What follows belongs to an exercise in optimizing a design on an open flow for small area, a short achievable clock period and few clock cycles; a production flow would make more cautious choices. The RTL was checked by simulation tests, not by an equivalence proof against the original design.

==> flow/design.v (outline; a module is shown in full before it is edited, if it fits) <==
// module ex_operand_prep: 86 lines
// module ex_alu: 52 lines
// module ex_multiplier: 1214 lines
// module ex_fa: 4 lines
// module ex_ha: 4 lines
// module ex_divider: 172 lines
// module ex_result_select: 15 lines
// module ex_stage: 60 lines
module ex_stage (
    input  logic           clk,
    input  logic           rst_n,
    input  logic           d_hready,
    input  ex_pkg::ex_op_t op,
    input  ex_pkg::xlen_t  op1,
    input  ex_pkg::xlen_t  op2,
    output ex_pkg::xlen_t  ex_res,
    output ex_pkg::xlen_t  addr_res,
    output logic           div_busy
);
  // ...
==> flow/flow/run.sh <==
#!/bin/bash
# The standard layout (standard.sh: the standard synthesis and ORFS steps,
# the standard flow's clock period and constraints), with two changes to how the layout is
# made: the port buffers are buf_2 cells instead of the slow delay-buffer cell
# buffer_ports picks by default (every port still gets its buffer), and the
# timing repair may aim for the setup slack in flow/setup_margin.txt.
set -euo pipefail
margin=$(cat flow/setup_margin.txt)
export BUFFER_PORTS_ARGS="-buffer_cell sky130_fd_sc_hd__buf_2"
sed -E "s/SETUP_SLACK_MARGIN=[0-9.]+/SETUP_SLACK_MARGIN=${margin}/" standard.sh > standard_margin.sh
grep -q "SETUP_SLACK_MARGIN=${margin}" standard_margin.sh
bash standard_margin.sh finish > flow_make.log 2>&1
test -f out/final.def
==> flow/flow/setup_margin.txt <==
5
==> flow/standard.sh <==
#!/bin/bash
# synth_recipe.tcl (not shown) runs the flow's synth.tcl, then flattens the netlist and writes it again
# the make line also repeats each setting of config.mk as NAME=value (left out here)
make -C /OpenROAD-flow-scripts/flow DESIGN_CONFIG=/design/flow/config.mk WORK_HOME=/design/flow/orfs CLKGATE_MAP_FILE= SYNTH_SCRIPT=/design/flow/synth_recipe.tcl "${@:-finish}"
==> flow/config.mk <==
export PLATFORM = sky130hd
export DESIGN_NAME = ex_stage
export DESIGN_NICKNAME = ex_stage
export VERILOG_FILES = /design/flow/design.v
export SDC_FILE = /design/flow/constraint.sdc
export NUM_CORES = 4
export LEC_CHECK = 0
export ABC_AREA = 1
export CAP_MARGIN = 20
export CORE_MARGIN = 2
export CORE_UTILIZATION = 55
export SETUP_SLACK_MARGIN = 5
export SLEW_MARGIN = 20
export SYNTH_HIERARCHICAL = 1
export SYNTH_MINIMUM_KEEP_SIZE = 0
==> flow/constraint.sdc <==
create_clock -name core_clock -period 21.0 [get_ports {clk}]
set_input_delay 4.2000 -clock core_clock [delete_from_list [all_inputs] [get_ports {clk}]]
set_output_delay 4.2000 -clock core_clock [all_outputs]
set_load 0.01 [all_outputs]
==> notes.md, run 1 <==
- Status: finished clean
- Worst-path fanout max: 7
- CP required: about 17 ns
- Worst-path clk slew: about 0.050 ns
- Die W: ~290 µm
- Largest family of logic cells by synthesized area: adder cells
- Max Freq: 62.33 MHz
- Cell Area, Placed: around 0.046 mm²
- # diodes: 6
- # hold bufs at CTS: 0
- Buf/Inv on CP: 6
- CP arrival: 11.84 ns
- WHS: between 0.4 and 0.5 ns
- RD Place Congestion: 1.075
- Overall global routing resource usage: 0.5091
- Cell family with most CP delay: adder cells
- Initial antenna violation count: 12
- Multi-input gate area: 0.04163 mm²
- Top post-synthesis cells by area: fa_1 25%, nand2_1 13%, xor2_1 13%
- Crit path from: op2[0]
- Setup ws final: approximately 5 ns
- Yosys warnings: 19
- Inverters: 622
- Top reg by flops: u_divider.x_q
- Met3 usage: 0.1586
- Async SR Flop Fraction: 0
- Max layer used: met5
- Final setup fails: 0
- NonClk Buf Share: 0.08738
- Fill count: roughly 7400
Testbench counts, summed over its fixed seeds: cycles 7,562.
==> module ex_operand_prep, before the edit <==
module ex_operand_prep (
    input  ex_pkg::ex_op_t   op,
    input  ex_pkg::xlen_t    op1,
    input  ex_pkg::xlen_t    op2,
    output ex_pkg::ex_prep_t prep
);
    ex_pkg::ex_unit_t unit;
    logic     sign_a;   
    logic     sign_b;
    logic     want_high;
    logic     want_rem;
    logic     shift;
    logic     shift_l;
    logic     shamt_nz;
    assign shamt_nz = |op2[5-1:0];
    always_comb begin
        unit      = ex_pkg::UNIT_ALU;
        sign_a    = 1'b0;
        sign_b    = 1'b0;
        want_high = 1'b0;
        want_rem  = 1'b0;
        shift     = 1'b0;
        shift_l   = 1'b0;
        case (op)
            ex_pkg::OP_SLL: begin
                unit    = ex_pkg::UNIT_MUL;
                shift   = 1'b1;
                shift_l = 1'b1;
            end
            ex_pkg::OP_SRL: begin
                unit      = ex_pkg::UNIT_MUL;
                shift     = 1'b1;
                want_high = shamt_nz;
            end
            ex_pkg::OP_SRA: begin
                unit      = ex_pkg::UNIT_MUL;
                shift     = 1'b1;
                want_high = shamt_nz;
                sign_a    = 1'b1;
            end
            ex_pkg::OP_MUL: unit = ex_pkg::UNIT_MUL;   
            ex_pkg::OP_MULH: begin
                unit      = ex_pkg::UNIT_MUL;
                want_high = 1'b1;
                sign_a    = 1'b1;
                sign_b    = 1'b1;
            end
            ex_pkg::OP_MULHSU: begin
                unit      = ex_pkg::UNIT_MUL;
                want_high = 1'b1;
                sign_a    = 1'b1;
            end
            ex_pkg::OP_MULHU: begin
                unit      = ex_pkg::UNIT_MUL;
                want_high = 1'b1;
            end
            ex_pkg::OP_DIV: begin
                unit   = ex_pkg::UNIT_DIV;
                sign_a = 1'b1;
                sign_b = 1'b1;
            end
            ex_pkg::OP_DIVU: unit = ex_pkg::UNIT_DIV;
            ex_pkg::OP_REM: begin
                unit     = ex_pkg::UNIT_DIV;
                want_rem = 1'b1;
                sign_a   = 1'b1;
                sign_b   = 1'b1;
            end
            ex_pkg::OP_REMU: begin
                unit     = ex_pkg::UNIT_DIV;
                want_rem = 1'b1;
            end
            default: unit = ex_pkg::UNIT_ALU;
        endcase
    end
    assign prep.unit      = unit;
    assign prep.op        = op;
    assign prep.sign_a    = sign_a;
    assign prep.sign_b    = sign_b;
    assign prep.neg_a     = sign_a & op1[32-1];
    assign prep.neg_b     = sign_b & op2[32-1];
    assign prep.want_high = want_high;
    assign prep.want_rem  = want_rem;
    assign prep.shift     = shift;
    assign prep.shift_l   = shift_l;
endmodule
==> module ex_divider, before the edit <==
module ex_divider (
    input  logic                clk,
    input  logic                rst_n,
    input  logic                d_hready,
    input  ex_pkg::ex_prep_t    prep,
    input  ex_pkg::xlen_t       op1,
    input  ex_pkg::xlen_t       op2,
    output ex_pkg::xlen_t       div_res,
    output logic [32:0]   sub_res,         
    output logic                div_busy
);
    localparam int LR = 2;
    localparam int R  = 1 << LR;
    localparam int CW = 5 - LR;           
    function automatic logic [6-1:0] lzc(input logic [32-1:0] v);
        logic [15:0] v16;
        logic [7:0]  v8;
        logic [3:0]  v4;
        logic [1:0]  v2;
        logic z16, z8, z4, z2;
        z16 = (v[31:16] == 16'd0);
        v16 = z16 ? v[15:0] : v[31:16];
        z8  = (v16[15:8] == 8'd0);
        v8  = z8 ? v16[7:0] : v16[15:8];
        z4  = (v8[7:4] == 4'd0);
        v4  = z4 ? v8[3:0] : v8[7:4];
        z2  = (v4[3:2] == 2'd0);
        v2  = z2 ? v4[1:0] : v4[3:2];
        if (v == '0) lzc = 6'(32);
        else         lzc = {1'b0, z16, z8, z4, z2, ~v2[1]};
    endfunction
    function automatic logic [32+1:0] add33(input logic [32:0] a,
                                                  input logic [32:0] b,
                                                  input logic cin);
        logic [32:0] p0;
        logic [32:0] g;
        logic [32:0] p;
        p0 = a ^ b;
        g  = a & b;
        p  = p0;
        g[0] = g[0] | (p0[0] & cin);
        for (int l = 1; l <= 32; l = l * 2) begin
            for (int j = 2 * l - 1; j <= 32; j = j + 2 * l) begin
                g[j] = g[j] | (p[j] & g[j - l]);
                p[j] = p[j] & p[j - l];
            end
        end
        for (int l = 64; l >= 2; l = l / 2) begin
            for (int j = l + l / 2 - 1; j <= 32; j = j + l) begin
                g[j] = g[j] | (p[j] & g[j - l / 2]);
                p[j] = p[j] & p[j - l / 2];
            end
        end
        add33 = {g[32], p0 ^ {g[32-1:0], cin}};
    endfunction
    function automatic logic [32-1:0] cneg(input logic [32-1:0] v, input logic c);
        logic [32-1:0] o;
        o = v;
        for (int l = 1; l < 32; l = l * 2) begin
            for (int j = 32 - 1; j >= l; j--) begin
                o[j] = o[j] | o[j - l];
            end
        end
        cneg = v ^ ({o[32-2:0], 1'b0} & {32{c}});
    endfunction
    logic                 is_div;
    logic                 start;
    logic                 busy_q;
    logic                 valid_q;
    logic [CW-1:0]        cnt_q;
    logic [2*32-1:0] x_q;            
    logic [2*32-1:0] x_init;
    logic [2*32-1:0] x_step;
    logic                 div_zero;
    ex_pkg::xlen_t        mag_a;
    logic [6-1:0] lz_a;
    logic [6-1:0] lz_b;
    logic [6-1:0] k;
    logic [CW-1:0]        m;
    logic [32:0]    addend;          
    logic                 cin;
    logic                 neg_b_q;         
    ex_pkg::xlen_t        sel;
    logic                 neg_res;
    ex_pkg::xlen_t        neg_out;
    assign is_div   = (prep.unit == ex_pkg::UNIT_DIV);
    assign start    = is_div && d_hready && !busy_q && !valid_q;
    assign div_zero = (op2 == '0);
    assign neg_out = cneg(valid_q ? sel : op1, valid_q ? neg_res : prep.neg_a);
    assign mag_a   = neg_out;
    assign lz_a  = lzc(mag_a);
    assign lz_b  = lzc(op2 ^ {32{prep.neg_b}});
    always_comb begin
        if (div_zero || lz_b <= lz_a) k = '0;
        else if (lz_b - lz_a > 6'(31)) k = 6'(31);
        else k = lz_b - lz_a;
    end
    assign m = k[4:LR];    
    always_comb begin
        logic [32-1:0] rot;
        logic [32-1:0] hi;
        logic [2*32-1:0] rr;
        logic [4:0]          s;
        s   = {~m, {LR{1'b0}}};
        rot = mag_a;
        for (int b = 4; b >= LR; b--) begin
            rr = {rot, rot} << (1 << b);
            if (s[b]) rot = rr[2*32-1:32];
        end
        for (int j = 0; j < 32; j++) begin
            hi[j] = (5'(j) >= s);
        end
        x_init = {rot & ~hi, (rot & hi) | ({32{div_zero}} & ~hi)};
    end
    assign addend = {1'b1, op2 ^ {32{~(busy_q & neg_b_q)}}};
    assign cin    = ~(busy_q & neg_b_q);
    logic [32:0] st_ps  [R];
    logic [32:0] st_sum [R];
    logic              st_fit [R];
    logic [32+1:0] st_r [R];
    logic [32-1:0] st_p [R+1];
    logic [32-1:0] st_q [R+1];
    assign st_p[0] = x_q[2*32-1:32];
    assign st_q[0] = x_q[32-1:0];
    genvar gi;
    generate
        for (gi = 0; gi < R; gi++) begin : g_step
            if (gi == 0)
                assign st_ps[gi] = busy_q ? {st_p[gi], st_q[gi][32-1]} : {1'b0, op1};
            else
                assign st_ps[gi] = {st_p[gi], st_q[gi][32-1]};
            assign st_r[gi]   = add33(st_ps[gi], addend, cin);
            assign st_sum[gi] = st_r[gi][32:0];
            assign st_fit[gi] = st_r[gi][32+1];
            assign st_q[gi+1] = {st_q[gi][32-2:0], st_fit[gi]};
            assign st_p[gi+1] = st_fit[gi] ? st_sum[gi][32-1:0] : st_ps[gi][32-1:0];
        end
    endgenerate
    assign x_step  = {st_p[R], st_q[R]};
    assign sub_res = {~st_fit[0], st_sum[0][32-1:0]};
    always_ff @(posedge clk) begin
        if (!rst_n) begin
            busy_q  <= 1'b0;
            valid_q <= 1'b0;
            cnt_q   <= '0;
        end else if (start) begin
            busy_q <= 1'b1;
            cnt_q  <= m;
        end else if (busy_q) begin
            if (cnt_q == '0) begin
                busy_q  <= 1'b0;
                valid_q <= 1'b1;
            end else begin
                cnt_q <= cnt_q - 1'b1;
            end
        end else if (!is_div) begin
            valid_q <= 1'b0;   
        end
    end
    always_ff @(posedge clk) begin
        if (start) begin
            x_q     <= x_init;
            neg_b_q <= prep.neg_b;
        end else if (busy_q) begin
            x_q <= x_step;
        end
    end
    assign sel     = prep.want_rem ? x_q[2*32-1:32] : x_q[32-1:0];
    assign neg_res = prep.want_rem ? prep.neg_a : ((prep.neg_a ^ prep.neg_b) & ~div_zero);
    assign div_res = neg_out;
    assign div_busy = busy_q;
endmodule
==> module ex_result_select, before the edit <==
module ex_result_select (
    input  ex_pkg::ex_prep_t    prep,
    input  ex_pkg::xlen_t       alu_res,
    input  ex_pkg::xlen_t       mul_res,
    input  ex_pkg::xlen_t       div_res,
    output ex_pkg::xlen_t       ex_res
);
    always_comb begin
        case (prep.unit)
            ex_pkg::UNIT_MUL: ex_res = mul_res;
            ex_pkg::UNIT_DIV: ex_res = div_res;
            default:  ex_res = alu_res;
        endcase
    end
endmodule
==> module ex_stage, before the edit <==
module ex_stage (
    input  logic           clk,
    input  logic           rst_n,
    input  logic           d_hready,
    input  ex_pkg::ex_op_t op,
    input  ex_pkg::xlen_t  op1,
    input  ex_pkg::xlen_t  op2,
    output ex_pkg::xlen_t  ex_res,
    output ex_pkg::xlen_t  addr_res,
    output logic           div_busy
);
    ex_pkg::ex_prep_t    prep;
    ex_pkg::xlen_t       alu_res;
    ex_pkg::xlen_t       mul_res;
    ex_pkg::xlen_t       div_res;
    logic [63:0]         prod;
    logic [4:0]          pow;
    logic [32:0]         sub_res;
    logic [32:0]         mul_y;
    ex_operand_prep u_operand_prep (
        .op   (op),
        .op1  (op1),
        .op2  (op2),
        .prep (prep)
    );
    ex_alu u_alu (
        .prep     (prep),
        .op1      (op1),
        .op2      (op2),
        .alu_res  (alu_res),
        .diff     (sub_res),
        .addr_res (addr_res)
    );
    assign pow   = prep.shift_l ? op2[4:0] : (~op2[4:0] + 5'd1);
    assign mul_y = prep.shift ? (33'd1 << pow) : (prep.sign_b ? {op2[31], op2} : {1'b0, op2});
    ex_multiplier u_multiplier (
        .x (prep.sign_a ? {op1[31], op1} : {1'b0, op1}),
        .y (mul_y),
        .p (prod)
    );
    assign mul_res = prep.want_high ? prod[63:32] : prod[31:0];
    ex_divider u_divider (
        .clk      (clk),
        .rst_n    (rst_n),
        .d_hready (d_hready),
        .prep     (prep),
        .op1      (op1),
        .op2      (op2),
        .div_res  (div_res),
        .sub_res  (sub_res),
        .div_busy (div_busy)
    );
    ex_result_select u_result_select (
        .prep    (prep),
        .alu_res (alu_res),
        .mul_res (mul_res),
        .div_res (div_res),
        .ex_res  (ex_res)
    );
endmodule
==> run 2, diff against run 1 <==
--- a/flow/design.v
+++ b/flow/design.v
@@ -41,95 +41,36 @@
 endpackage
 `timescale 1ns/100ps
 module ex_operand_prep (
     input  ex_pkg::ex_op_t   op,
     input  ex_pkg::xlen_t    op1,
     input  ex_pkg::xlen_t    op2,
     output ex_pkg::ex_prep_t prep
 );
-    ex_pkg::ex_unit_t unit;
-    logic     sign_a;   
-    logic     sign_b;
-    logic     want_high;
-    logic     want_rem;
-    logic     shift;
-    logic     shift_l;
-    logic     shamt_nz;
+    logic [4:0] o;
+    logic       is_div;
+    logic       is_mul;     
+    logic       shamt_nz;
+    logic       signed_div;
+    assign o        = op;
     assign shamt_nz = |op2[5-1:0];
-    always_comb begin
-        unit      = ex_pkg::UNIT_ALU;
-        sign_a    = 1'b0;
-        sign_b    = 1'b0;
-        want_high = 1'b0;
-        want_rem  = 1'b0;
-        shift     = 1'b0;
-        shift_l   = 1'b0;
-        case (op)
-            ex_pkg::OP_SLL: begin
-                unit    = ex_pkg::UNIT_MUL;
-                shift   = 1'b1;
-                shift_l = 1'b1;
-            end
-            ex_pkg::OP_SRL: begin
-                unit      = ex_pkg::UNIT_MUL;
-                shift     = 1'b1;
-                want_high = shamt_nz;
-            end
-            ex_pkg::OP_SRA: begin
-                unit      = ex_pkg::UNIT_MUL;
-                shift     = 1'b1;
-                want_high = shamt_nz;
-                sign_a    = 1'b1;
-            end
-            ex_pkg::OP_MUL: unit = ex_pkg::UNIT_MUL;   
-            ex_pkg::OP_MULH: begin
-                unit      = ex_pkg::UNIT_MUL;
-                want_high = 1'b1;
-                sign_a    = 1'b1;
-                sign_b    = 1'b1;
-            end
-            ex_pkg::OP_MULHSU: begin
-                unit      = ex_pkg::UNIT_MUL;
-                want_high = 1'b1;
-                sign_a    = 1'b1;
-            end
-            ex_pkg::OP_MULHU: begin
-                unit      = ex_pkg::UNIT_MUL;
-                want_high = 1'b1;
-            end
-            ex_pkg::OP_DIV: begin
-                unit   = ex_pkg::UNIT_DIV;
-                sign_a = 1'b1;
-                sign_b = 1'b1;
-            end
-            ex_pkg::OP_DIVU: unit = ex_pkg::UNIT_DIV;
-            ex_pkg::OP_REM: begin
-                unit     = ex_pkg::UNIT_DIV;
-                want_rem = 1'b1;
-                sign_a   = 1'b1;
-                sign_b   = 1'b1;
-            end
-            ex_pkg::OP_REMU: begin
-                unit     = ex_pkg::UNIT_DIV;
-                want_rem = 1'b1;
-            end
-            default: unit = ex_pkg::UNIT_ALU;
-        endcase
-    end
-    assign prep.unit      = unit;
-    assign prep.op        = op;
-    assign prep.sign_a    = sign_a;
-    assign prep.sign_b    = sign_b;
-    assign prep.neg_a     = sign_a & op1[32-1];
-    assign prep.neg_b     = sign_b & op2[32-1];
-    assign prep.want_high = want_high;
-    assign prep.want_rem  = want_rem;
-    assign prep.shift     = shift;
-    assign prep.shift_l   = shift_l;
+    assign is_div = o[4] | (o[3:1] == 3'b111);                             
+    assign is_mul = (o[3] & ~(o[2] & o[1])) | (o[3:0] == 4'b0111);         
+    assign prep.unit    = is_div ? ex_pkg::UNIT_DIV : (is_mul ? ex_pkg::UNIT_MUL : ex_pkg::UNIT_ALU);
+    assign prep.op      = op;
+    assign prep.shift   = (o[3:0] == 4'b0111) | (o[3:1] == 3'b100);        
+    assign prep.shift_l = (o[3:0] == 4'b0111);                             
+    assign prep.sign_a = o[0] ^ o[2];
+    assign prep.sign_b = ~o[2];
+    assign prep.want_high = (o[3] & o[2]) | (o[3] & o[1] & o[0]) | (o[3] & ~o[2] & ~o[1] & shamt_nz);
+    assign signed_div    = ~o[0];
+    assign prep.neg_a    = signed_div & op1[32-1];
+    assign prep.neg_b    = signed_div & op2[32-1];
+    assign prep.want_rem = o[4];
 endmodule
 `timescale 1ns/100ps
 module ex_alu (
     input  ex_pkg::ex_prep_t prep,
     input  ex_pkg::xlen_t    op1,
     input  ex_pkg::xlen_t    op2,
     output ex_pkg::xlen_t    alu_res,
     input  logic [32:0] diff,      
@@ -1387,17 +1328,29 @@
     assign ra[60] = c1046;
     assign rb[60] = s1047;
     assign ra[61] = c1048;
     assign rb[61] = s1049;
     assign ra[62] = c1050;
     assign rb[62] = s1051;
     assign ra[63] = c1052;
     assign rb[63] = s1053;
-    assign p = ra + rb;
+    logic [63:0] pg, gg, pp0;
+    always_comb begin
+        pp0 = ra ^ rb;
+        gg = ra & rb;
+        pg = pp0;
+        for (int l = 1; l < 64; l = l * 2)
+            for (int j = 0; j < 64; j++)
+                if ((j / l) % 2 == 1) begin
+                    gg[j] = gg[j] | (pg[j] & gg[(j / l) * l - 1]);
+                    pg[j] = pg[j] & pg[(j / l) * l - 1];
+                end
+    end
+    assign p = pp0 ^ {gg[62:0], 1'b0};
 endmodule
 module ex_fa (input logic a, input logic b, input logic c, output logic s, output logic co);
     assign s  = a ^ b ^ c;
     assign co = (a & b) | (c & (a ^ b));
 endmodule
 module ex_ha (input logic a, input logic b, output logic s, output logic co);
     assign s  = a ^ b;
     assign co = a & b;
@@ -1466,16 +1419,17 @@
                 o[j] = o[j] | o[j - l];
             end
         end
         cneg = v ^ ({o[32-2:0], 1'b0} & {32{c}});
     endfunction
     logic                 is_div;
     logic                 start;
     logic                 busy_q;
+    logic                 dividing;
     logic                 valid_q;
     logic [CW-1:0]        cnt_q;
     logic [2*32-1:0] x_q;            
     logic [2*32-1:0] x_init;
     logic [2*32-1:0] x_step;
     logic                 div_zero;
     ex_pkg::xlen_t        mag_a;
     logic [6-1:0] lz_a;
@@ -1512,31 +1466,32 @@
             rr = {rot, rot} << (1 << b);
             if (s[b]) rot = rr[2*32-1:32];
         end
         for (int j = 0; j < 32; j++) begin
             hi[j] = (5'(j) >= s);
         end
         x_init = {rot & ~hi, (rot & hi) | ({32{div_zero}} & ~hi)};
     end
-    assign addend = {1'b1, op2 ^ {32{~(busy_q & neg_b_q)}}};
-    assign cin    = ~(busy_q & neg_b_q);
+    assign dividing = busy_q & (prep.op[4] | (prep.op[3:1] == 3'b111));    
+    assign addend   = {1'b1, op2 ^ {32{~(dividing & neg_b_q)}}};
+    assign cin      = ~(dividing & neg_b_q);
     logic [32:0] st_ps  [R];
     logic [32:0] st_sum [R];
     logic              st_fit [R];
     logic [32+1:0] st_r [R];
     logic [32-1:0] st_p [R+1];
     logic [32-1:0] st_q [R+1];
     assign st_p[0] = x_q[2*32-1:32];
     assign st_q[0] = x_q[32-1:0];
     genvar gi;
     generate
         for (gi = 0; gi < R; gi++) begin : g_step
             if (gi == 0)
-                assign st_ps[gi] = busy_q ? {st_p[gi], st_q[gi][32-1]} : {1'b0, op1};
+                assign st_ps[gi] = dividing ? {st_p[gi], st_q[gi][32-1]} : {1'b0, op1};
             else
                 assign st_ps[gi] = {st_p[gi], st_q[gi][32-1]};
             assign st_r[gi]   = add33(st_ps[gi], addend, cin);
             assign st_sum[gi] = st_r[gi][32:0];
             assign st_fit[gi] = st_r[gi][32+1];
             assign st_q[gi+1] = {st_q[gi][32-2:0], st_fit[gi]};
             assign st_p[gi+1] = st_fit[gi] ? st_sum[gi][32-1:0] : st_ps[gi][32-1:0];
         end
@@ -1574,81 +1529,90 @@
     assign neg_res = prep.want_rem ? prep.neg_a : ((prep.neg_a ^ prep.neg_b) & ~div_zero);
     assign div_res = neg_out;
     assign div_busy = busy_q;
 endmodule
 `timescale 1ns/100ps
 module ex_result_select (
     input  ex_pkg::ex_prep_t    prep,
     input  ex_pkg::xlen_t       alu_res,
-    input  ex_pkg::xlen_t       mul_res,
+    input  logic [63:0]         prod,
     input  ex_pkg::xlen_t       div_res,
     output ex_pkg::xlen_t       ex_res
 );
-    always_comb begin
-        case (prep.unit)
-            ex_pkg::UNIT_MUL: ex_res = mul_res;
-            ex_pkg::UNIT_DIV: ex_res = div_res;
-            default:  ex_res = alu_res;
-        endcase
-    end
+    logic sel_hi;
+    logic sel_lo;
+    logic sel_div;
+    logic sel_alu;
+    assign sel_hi  = (prep.unit == ex_pkg::UNIT_MUL) &  prep.want_high;
+    assign sel_lo  = (prep.unit == ex_pkg::UNIT_MUL) & ~prep.want_high;
+    assign sel_div = (prep.unit == ex_pkg::UNIT_DIV);
+    assign sel_alu = ~sel_hi & ~sel_lo & ~sel_div;
+    assign ex_res = ({32{sel_hi}}  & prod[63:32])
+                  | ({32{sel_lo}}  & prod[31:0])
+                  | ({32{sel_div}} & div_res)
+                  | ({32{sel_alu}} & alu_res);
 endmodule
 `timescale 1ns/100ps
 module ex_stage (
     input  logic           clk,
     input  logic           rst_n,
     input  logic           d_hready,
     input  ex_pkg::ex_op_t op,
     input  ex_pkg::xlen_t  op1,
     input  ex_pkg::xlen_t  op2,
     output ex_pkg::xlen_t  ex_res,
     output ex_pkg::xlen_t  addr_res,
     output logic           div_busy
 );
     ex_pkg::ex_prep_t    prep;
     ex_pkg::xlen_t       alu_res;
-    ex_pkg::xlen_t       mul_res;
     ex_pkg::xlen_t       div_res;
     logic [63:0]         prod;
-    logic [4:0]          pow;
+    logic [32:0]         sh_y;
     logic [32:0]         sub_res;
     logic [32:0]         mul_y;
     ex_operand_prep u_operand_prep (
         .op   (op),
         .op1  (op1),
         .op2  (op2),
         .prep (prep)
     );
     ex_alu u_alu (
         .prep     (prep),
         .op1      (op1),
         .op2      (op2),
         .alu_res  (alu_res),
         .diff     (sub_res),
         .addr_res (addr_res)
     );
-    assign pow   = prep.shift_l ? op2[4:0] : (~op2[4:0] + 5'd1);
-    assign mul_y = prep.shift ? (33'd1 << pow) : (prep.sign_b ? {op2[31], op2} : {1'b0, op2});
+    always_comb begin
+        for (int j = 0; j < 33; j++) begin
+            if (j == 32)            sh_y[j] = 1'b0;
+            else if (prep.shift_l)  sh_y[j] = (op2[4:0] == 5'(j));
+            else                    sh_y[j] = (op2[4:0] == 5'((32 - j) % 32));
+        end
+    end
+    assign mul_y = prep.shift ? sh_y : (prep.sign_b ? {op2[31], op2} : {1'b0, op2});
     ex_multiplier u_multiplier (
         .x (prep.sign_a ? {op1[31], op1} : {1'b0, op1}),
         .y (mul_y),
         .p (prod)
     );
-    assign mul_res = prep.want_high ? prod[63:32] : prod[31:0];
     ex_divider u_divider (
         .clk      (clk),
         .rst_n    (rst_n),
         .d_hready (d_hready),
         .prep     (prep),
         .op1      (op1),
         .op2      (op2),
         .div_res  (div_res),
         .sub_res  (sub_res),
         .div_busy (div_busy)
     );
     ex_result_select u_result_select (
         .prep    (prep),
         .alu_res (alu_res),
-        .mul_res (mul_res),
+        .prod    (prod),
         .div_res (div_res),
         .ex_res  (ex_res)
     );
 endmodule
==> notes.md, run 2 <==
- Final #Nets: about 7000
- Grt ovf: 0
- CP most frequent cell: nand2_1
- Drt total wl: approximately 220000 µm
- Placeable Area: 0.07926 mm²
- First-pass GRT wire length: a little under 300000 µm
- Register area share after synthesis: 0.04645
- Synth Flop Type: edfxtp_1
- FF-to-FF setup slack: roughly 9.1 ns
- DR vias/cell: between 6 and 7
- Commonest non-fill, non-tap cells in the layout: 1346 x nand2_1, 646 x xor2_1, 580 x inv_1
- Final setup fails: 0 (unchanged)
- Die Y-Extent: approximately 290 µm
- Worst path max stage delay: around 0.6 ns
- CP required: 16.80 ns (about the same)
- Commonest non-fill, non-tap cell in the layout: nand2_1
- Synth Register Bits: 70
- Number of global-route vias before repair: ~45000
- Top post-synthesis cells by area: fa_1 26%, xor2_1 13%, nand2_1 12%
- Starting Density: 0.5573
- Final std cells w/o fill: between 7000 and 8000
- Root Buffer: clkbuf_16
- I/O pin total: about 140
- Post-route cell area: 0.04910 mm²
- Syn-to-layout area delta: 11.15%
- WHS: 0.5046 ns (+0.03839 ns)
- Buffers added on ports: between 100 and 150
- Overall global routing resource usage: 0.4893 (-0.01986)
- Initial DRC count: 6751
- Worst Reg2Reg Path Length in Cells: between 70 and 80
- Netlist Area Pre-Place: ~0.044 mm²
- RSZ-0062 raised after global routing: yes
- Worst setup EP type: output port
- Max Freq: 62.81 MHz (+0.76%)
- DRC violations left: 0
- Clock Tree Buf Depth: 2
- Status: finished clean
- Initial DRT Pass Iterations: 13
- Worst-path fanout max: 16 (+9)
- Largest area contributor in the netlist: fa_1
- Skew final: about 0.015 ns
- Max FFs per register: 64
- Top-count cell post-synth: nand2_1
- Final design utilization: 0.6195
- Synth cell count leaders: 1396 x nand2_1, 657 x xor2_1, 591 x inv_1, 566 x fa_1, 517 x o22ai_1
- Worst slew margin: 0.1713
- Worst slew pin tran: between 1 and 1.5 ns
- Clk sinks: 70
- Dpl hpwl: approximately 140000 µm
- Top reg by flops: u_divider.x_q
- Hold Path Class: reg -> reg
- Setup ws final: 5.079 ns (+0.1212 ns)
- Yosys warnings: 18 (-1)
- Synth top area share: 0.2565
- Largest net degree at the start of global routing: 65
- Synth Instances: 6053
- Avg Synthesized Cell Area: approximately 7.3 µm²
- CP arrival: 11.72 ns (-0.12 ns)
- Distinct cells, synth: 64
- Async SR Flop Fraction: 0 (unchanged)
- Worst Setup EP: ex_res[26]
- Slowest stage cell, crit path: ha_2
- Hold Fails Final Rpt: 0
- Pre-CTS setup slack: around 1.5 ns
- H-tree depth: 3
- RD Place Congestion: 1.040 (-3.3%)
- Period utilization: 0.7582
- Setup CP Type: in -> out
- Final ANT Viol Nets: 0
- CTS tree: yes
- Crit path from: op[0]
- Row cnt: 103
- Largest registers: u_divider.x_q: 64 flops, u_divider.cnt_q: 3 flops
- CTS buffer count: 9
- Worst-path clk slew: 0.05 ns (about the same)
- Placed cells: 6946
- Max Cap Viol: 0
- Fin crit period: around 16 ns
- Via count: between 40000 and 50000
- Fill count: 7415 (+0.50%)
- Reg2reg end: u_divider.x_q[44]
- Initial antenna violation count: 16 (+4)
- Slew Limit Fails: 0
- Cell Area, Placed: 0.04515 mm² (-2.5%)
- Layout cells sized above 1: 0.1228
- Reg2reg start: u_divider.busy_q
- CP startpoint kind: input port
- Setup_tns: 0 ns
- Clock Latency Late Sink: 0.36 ns
- EDFF count, synth: 65
- Die area: between 0.08 and 0.09 mm²
- Drt wl/cell: 30.38 µm
- Die W: 287.4 µm (-1.2%)
run 2: how the worst min path moves through the flow:
stage | depth (start not counted) | startpoint | endpoint
global route | 2 | u_divider.cnt_q[2] | u_divider.cnt_q[2]
CTS | 2 | u_divider.cnt_q[2] | u_divider.cnt_q[2]
global placement | 2 | u_divider.cnt_q[2] | u_divider.cnt_q[2]
detailed placement | 2 | u_divider.cnt_q[2] | u_divider.cnt_q[2]
finish | 2 | u_divider.cnt_q[2] | u_divider.cnt_q[2]
floorplan | 2 | u_divider.cnt_q[2] | u_divider.cnt_q[2]
run 2: timing repair:
item | CTS | global route
endpoints found under the setup margin | 66 | 65
resized for setup | 219 | 176
hold buffers | 0 | 0
buffers inserted | 25 | 66
pin swaps | 8 | 42
cloned | 13 | 33
hold endpoints to repair | 0 | 0
run 2: metal layers:
layer  wire [µm]  vias up  track usage
met5         215        -            0
met1       71560    22380       0.5629
met3       28640     1262       0.1483
met4       26700       14       0.4512
met2       88930     3813       0.7282
li1            -    19890            -
run 2: kinds of logic (layout without fill, tap and decap cells):
family                   count (synthesis)  count (layout)  share of synthesized area
other                                    1              27                 0.00008489
AND/OR/NAND/NOR                       2239            2246                     0.2163
multiplexers                             7               7                   0.001586
AO/OA/AOI/OAI                         1123            1123                     0.1543
flip-flops                              70              70                    0.04645
adder cells (fa/ha/maj)                869             869                     0.3423
XOR/XNOR                               709             709                     0.1406
buffers and inverters                 1035            1011                    0.09843
run 2: area by class of cell:
cell class	instances	area [µm²]	area share
diodes	11	27.53	0.0005606
clock buffers	10	229.0	0.004664
clock inverters	6	67.56	0.001376
inverters	617	2346	0.04778
multi-input cells	4970	39190	0.7981
flip-flops and latches	70	2053	0.04182
well taps	1050	1314	0.02676
repair buffers	375	3854	0.07849
repair inverters	3	22.52	0.0004587
run 2: Yosys stat by module (local to each module, per instance):
module | cells | area [µm²] | times used
ex_multiplier | 2236 | 13700 | 1
ex_alu | 426 | 2858 | 1
ex_result_select | 249 | 1251 | 1
ex_fa | 1 | 20.02 | 481
ex_ha | 1 | 12.51 | 46
ex_divider | 2356 | 15040 | 1
ex_stage | 224 | 952.2 | 1
ex_operand_prep | 35 | 172.7 | 1
run 2: critical path: cells and delay by family:
kind                       cells  cell delay [ns]
AOI/OAI and AO/OA              2             0.27
buffers and inverters          9             1.78
and+or+nand+nor               19             2.23
xor gates and xnor gates       1             0.22
adders and majority gates      6             2.98
Testbench counts of run 2, summed over its fixed seeds: cycles 7,562.
==> module ex_alu, before the edit <==
module ex_alu (
    input  ex_pkg::ex_prep_t prep,
    input  ex_pkg::xlen_t    op1,
    input  ex_pkg::xlen_t    op2,
    output ex_pkg::xlen_t    alu_res,
    input  logic [32:0] diff,      
    output ex_pkg::xlen_t    addr_res
);
    logic                   slt;
    logic                   sltu;
    logic [32+1:0]    add_r;
    function automatic logic [32+1:0] add33(input logic [32:0] a,
                                                  input logic [32:0] b,
                                                  input logic cin);
        logic [32:0] p0;
        logic [32:0] g;
        logic [32:0] p;
        p0 = a ^ b;
        g  = a & b;
        p  = p0;
        g[0] = g[0] | (p0[0] & cin);
        for (int l = 1; l <= 32; l = l * 2) begin
            for (int j = 2 * l - 1; j <= 32; j = j + 2 * l) begin
                g[j] = g[j] | (p[j] & g[j - l]);
                p[j] = p[j] & p[j - l];
            end
        end
        for (int l = 64; l >= 2; l = l / 2) begin
            for (int j = l + l / 2 - 1; j <= 32; j = j + l) begin
                g[j] = g[j] | (p[j] & g[j - l / 2]);
                p[j] = p[j] & p[j - l / 2];
            end
        end
        add33 = {g[32], p0 ^ {g[32-1:0], cin}};
    endfunction
    assign add_r    = add33({1'b0, op1}, {1'b0, op2}, 1'b0);
    assign addr_res = add_r[32-1:0];
    assign sltu = diff[32];
    assign slt  = (op1[32-1] ^ op2[32-1]) ? op1[32-1] : diff[32-1];
    always_comb begin
        case (prep.op)
            ex_pkg::OP_ADD:                 alu_res = addr_res;
            ex_pkg::OP_SUB:                 alu_res = diff[32-1:0];
            ex_pkg::OP_SLT:                 alu_res = {{(32-1){1'b0}}, slt};
            ex_pkg::OP_SLTU:                alu_res = {{(32-1){1'b0}}, sltu};
            ex_pkg::OP_AND:                 alu_res = op1 & op2;
            ex_pkg::OP_OR:                  alu_res = op1 | op2;
            ex_pkg::OP_XOR:                 alu_res = op1 ^ op2;
            default:                alu_res = '0;
        endcase
    end
endmodule
==> run 3, diff against run 2 <==
--- a/flow/design.v
+++ b/flow/design.v
@@ -74,10 +74,11 @@
     input  ex_pkg::xlen_t    op2,
     output ex_pkg::xlen_t    alu_res,
-    input  logic [32:0] diff,      
     output ex_pkg::xlen_t    addr_res
 );
+    logic [32:0]      diff;
     logic                   slt;
     logic                   sltu;
     logic [32+1:0]    add_r;
+    logic [32+1:0]    sub_r;
     function automatic logic [32+1:0] add33(input logic [32:0] a,
                                                   input logic [32:0] b,
@@ -106,4 +107,6 @@
     assign add_r    = add33({1'b0, op1}, {1'b0, op2}, 1'b0);
     assign addr_res = add_r[32-1:0];
+    assign sub_r = add33({1'b0, op1}, {1'b1, ~op2}, 1'b1);
+    assign diff  = sub_r[32:0];
     assign sltu = diff[32];
     assign slt  = (op1[32-1] ^ op2[32-1]) ? op1[32-1] : diff[32-1];
@@ -1365,5 +1368,4 @@
     input  ex_pkg::xlen_t       op2,
     output ex_pkg::xlen_t       div_res,
-    output logic [32:0]   sub_res,         
     output logic                div_busy
 );
@@ -1425,5 +1427,4 @@
     logic                 start;
     logic                 busy_q;
-    logic                 dividing;
     logic                 valid_q;
     logic [CW-1:0]        cnt_q;
@@ -1472,7 +1473,6 @@
         x_init = {rot & ~hi, (rot & hi) | ({32{div_zero}} & ~hi)};
     end
-    assign dividing = busy_q & (prep.op[4] | (prep.op[3:1] == 3'b111));    
-    assign addend   = {1'b1, op2 ^ {32{~(dividing & neg_b_q)}}};
-    assign cin      = ~(dividing & neg_b_q);
+    assign addend = {1'b1, op2 ^ {32{~neg_b_q}}};
+    assign cin    = ~neg_b_q;
     logic [32:0] st_ps  [R];
     logic [32:0] st_sum [R];
@@ -1486,8 +1486,5 @@
     generate
         for (gi = 0; gi < R; gi++) begin : g_step
-            if (gi == 0)
-                assign st_ps[gi] = dividing ? {st_p[gi], st_q[gi][32-1]} : {1'b0, op1};
-            else
-                assign st_ps[gi] = {st_p[gi], st_q[gi][32-1]};
+            assign st_ps[gi] = {st_p[gi], st_q[gi][32-1]};
             assign st_r[gi]   = add33(st_ps[gi], addend, cin);
             assign st_sum[gi] = st_r[gi][32:0];
@@ -1497,6 +1494,5 @@
         end
     endgenerate
-    assign x_step  = {st_p[R], st_q[R]};
-    assign sub_res = {~st_fit[0], st_sum[0][32-1:0]};
+    assign x_step = {st_p[R], st_q[R]};
     always_ff @(posedge clk) begin
         if (!rst_n) begin
@@ -1569,5 +1565,4 @@
     logic [63:0]         prod;
     logic [32:0]         sh_y;
-    logic [32:0]         sub_res;
     logic [32:0]         mul_y;
     ex_operand_prep u_operand_prep (
@@ -1582,5 +1577,4 @@
         .op2      (op2),
         .alu_res  (alu_res),
-        .diff     (sub_res),
         .addr_res (addr_res)
     );
@@ -1606,5 +1600,4 @@
         .op2      (op2),
         .div_res  (div_res),
-        .sub_res  (sub_res),
         .div_busy (div_busy)
     );
==> notes.md, run 3 <==
- Status: finished clean
- Row cnt: 105 (+1.9%)
- Period utilization: 0.7594 (+0.001242)
- Initial DRT Pass Iterations: 8 (-5)
- Worst setup EP type: output port
- Commonest non-fill, non-tap cell in the layout: nand2_1
- Skew final: 0.01166 ns (-0.003530 ns)
- Buffers added on ports: 136 (unchanged)
- Max Cap Viol: 0 (unchanged)
- CTS buffer count: 9 (unchanged)
- DRC violations left: 0 (unchanged)
- Die area: 0.08437 mm² (+2.1%)
- Post-route cell area: 0.04926 mm² (+0.33%)
- Slowest stage cell, crit path: fa_1
- CP most frequent cell: nand2_1
- Placeable Area: 0.08172 mm² (+3.1%)
- Synth Register Bits: 70 (unchanged)
- Hold Path Class: reg -> reg
- Final #Nets: 7062 (+1.1%)
- Overall global routing resource usage: 0.4545 (-0.03481)
- Async SR Flop Fraction: 0 (unchanged)
- Root Buffer: clkbuf_16
- Die W: 290.5 µm (+1.1%)
- Worst slew pin tran: 1.039 ns (-0.1914 ns)
- Setup_tns: 0 ns (unchanged)
- Syn-to-layout area delta: 9.140%
- Clk sinks: 70 (unchanged)
- Worst path max stage delay: 0.72 ns (+0.12 ns)
- Via count: 45870 (-3.1%)
- Drt wl/cell: 28.00 µm (-7.8%)
- Top-count cell post-synth: nand2_1
- Register area share after synthesis: 0.04546 (-0.0009903)
- Hold Fails Final Rpt: 0 (unchanged)
- Top post-synthesis cells by area: fa_1 26%, xor2_1 13%, nand2_1 12%
- I/O pin total: 137 (unchanged)
- Clock Tree Buf Depth: 2 (unchanged)
- Synth cell count leaders: 1394 x nand2_1, 646 x xor2_1, 595 x inv_1, 583 x fa_1, 537 x o22ai_1
- Grt ovf: 0 (unchanged)
- Final ANT Viol Nets: 0 (unchanged)
- Max Freq: 62.71 MHz (-0.16%)
- Slew Limit Fails: 0 (unchanged)
- Setup CP Type: in -> out
- Fill count: 7814 (+5.4%)
- Fin crit period: 15.95 ns (+0.02608 ns)
- Largest registers: u_divider.x_q: 64 flops, u_divider.cnt_q: 3 flops
- Largest net degree at the start of global routing: 65 (unchanged)
- Worst slew margin: 0.3076 (+0.1363)
- CP required: 16.80 ns (about the same)
- Initial DRC count: 6035 (-11%)
- Netlist Area Pre-Place: 0.04513 mm² (+2.2%)
- Synth Instances: 6125 (+1.2%)
- Yosys warnings: 18 (unchanged)
- Starting Density: 0.5523 (-0.004994)
- Distinct cells, synth: 60 (-6.3%)
- CP startpoint kind: input port
- Drt total wl: 200100 µm (-7.4%)
- Commonest non-fill, non-tap cells in the layout: 1338 x nand2_1, 636 x xor2_1, 588 x inv_1
- Cell Area, Placed: 0.04616 mm² (+2.2%)
- Layout cells sized above 1: 0.1198 (-0.003013)
- Max FFs per register: 64 (unchanged)
- Worst-path clk slew: 0.06 ns (about the same)
- RSZ-0062 raised after global routing: no
- Synth top area share: 0.2586 (+0.002072)
- First-pass GRT wire length: 288700 µm (-2.5%)
- Initial antenna violation count: 12 (-4)
- RD Place Congestion: 1.020 (-2.0%)
- Die Y-Extent: 290.5 µm (+1.1%)
- Clock Latency Late Sink: 0.36 ns (about the same)
- Worst-path fanout max: 20 (+4)
- Avg Synthesized Cell Area: 7.369 µm² (+0.98%)
- Synth Flop Type: edfxtp_1
- Largest area contributor in the netlist: fa_1
- Final setup fails: 0 (unchanged)
- H-tree depth: 3 (unchanged)
- Top reg by flops: u_divider.x_q
- EDFF count, synth: 65 (unchanged)
- Number of global-route vias before repair: 44490 (-0.75%)
- CTS tree: yes
- CP arrival: 11.75 ns (+0.03 ns)
- DR vias/cell: 6.417 (-3.6%)
- Dpl hpwl: 140700 µm (-2.3%)
run 3: cell count changes after synthesis, moves of 11 or more:
cell	before	now
fa_1	566	583
o21ai_0	224	187
o22ai_1	517	537
o21a_1	16	3
nor2_1	273	240
xnor2_1	52	76
xor2_1	657	646
or2_2	15	36
a21oi_1	170	192
ha_1	303	334
run 3: repair_timing:
action,4_1_cts,5_1_grt
buffers inserted,12,48
resized for setup,158,201
endpoints found under the setup margin,65,65
gates cloned,5,29
pin swaps,9,40
hold buffers,0,0
run 3: logic make-up (layout without fill, tap and decap cells):
group                      after synthesis  count (layout)  synth area share
DFF                                     70              70           0.04546
muxes                                    7               7          0.001552
and+or+nand+nor                       2242            2250            0.2144
adders and majority gates              917             917            0.3512
AOI/OAI and AO/OA                     1119            1120            0.1502
xor gates and xnor gates               722             722            0.1401
buffers and inverters                 1047             976           0.09703
other                                    1              17        0.00008308
run 3: path summary, 6_finish.rpt:
path,startpoint,endpoint,slack [ns],depth (start not counted)
max reg2reg,u_divider.neg_b_q,u_divider.x_q[62],8.51,61
min reg2reg,u_divider.cnt_q[2],u_divider.cnt_q[2],0.49,2
min,u_divider.cnt_q[2],u_divider.cnt_q[2],0.49,2
max,op[2],ex_res[19],5.05,36
run 3: final cells by class:
cell class	instances	area, µm²	share of cell area
Multi-Input combinational cell	5032	39990	0.8118
Timing Repair Buffer	331	3151	0.06396
Inverter	628	2389	0.04849
Sequential cell	70	2053	0.04168
Tap cell	1070	1339	0.02718
Clock buffer	12	300.3	0.006096
Clock inverter	4	31.28	0.0006350
Timing Repair inverter	1	7.507	0.0001524
Antenna cell	1	2.502	0.00005080
run 3: per-stage QoR:
stage,setup slack [ns],instances,hold WS [ns],utilization
detailed placement,2.202,7038,0.4862,0.5648
global route,4.866,7148,0.5348,0.6028
floorplan,6.253,6140,0.4709,-
global placement,2.503,7038,0.4908,0.5648
finish,5.053,7149,0.4941,0.6028
CTS,4.997,7071,0.4964,0.5795
run 3: critical path: cells and delay by family:
kind | cells | cell delay (ns)
AO/OA/AOI/OAI | 2 | 0.34
adder cells (fa/ha/maj) | 7 | 3.41
XOR/XNOR | 1 | 0.22
AND/OR/NAND/NOR | 16 | 2.01
buffers and inverters | 10 | 1.52
run 3: modules after synthesis (local to each module, per instance), a selection:
| module | area [µm²] | times used | flip-flops and latches |
|---|---|---|---|
| ex_multiplier | 13700 | 1 | 0 |
| ex_stage | 952.2 | 1 | 0 |
| ex_result_select | 1251 | 1 | 0 |
| ex_divider | 14690 | 1 | 70 |
| ex_operand_prep | 172.7 | 1 | 0 |
| ex_alu | 4173 | 1 | 0 |
| ex_ha | 12.51 | 46 | 0 |
run 3: routing by layer:
metal / track usage / vias to the layer above / wire (µm) / share of wire
li1: - / 19990 / - / -
met1: 0.5602 / 21960 / 72580 / 0.36
met2: 0.6898 / 3021 / 84350 / 0.42
met3: 0.1156 / 892 / 23370 / 0.12
met4: 0.3311 / 18 / 19530 / 0.098
met5: 0.01815 / - / 298 / 0.0015
Testbench counts of run 3, summed over its fixed seeds: cycles 7,562.

[re-timing with driven ports]
In the flow no input, the clock included, has a driving cell. The finished layouts below were timed again as built, in two steps. Step 1 (the two cells are an assumption about what drives the block):
set clk [get_ports {clk}]
set_driving_cell -lib_cell sky130_fd_sc_hd__clkbuf_16 $clk
set_driving_cell -lib_cell sky130_fd_sc_hd__buf_2 [delete_from_list [all_inputs] $clk]
Step 2 moves the port delays by t, midway between the first and last clock arrival at a register: inputs arrive t later, outputs are due t later. That takes back most of the time a late clock gives input paths. Three values: no drivers, after step 1, after step 2; two values: the first two.
run	t (ns)	setup slack, ns	worst setup path after step 2
run 1	0.387	4.957 / 4.846 / 4.846	input to output
run 2	0.400	5.079 / 5.046 / 5.046	input to output
run 3	0.398	5.053 / 4.964 / 4.964	input to output
After both steps setup and hold are still met in every run listed. For run 1, which loses most, drivers alone change the setup slack by -0.111 ns; drivers and shift together by -0.111 ns.
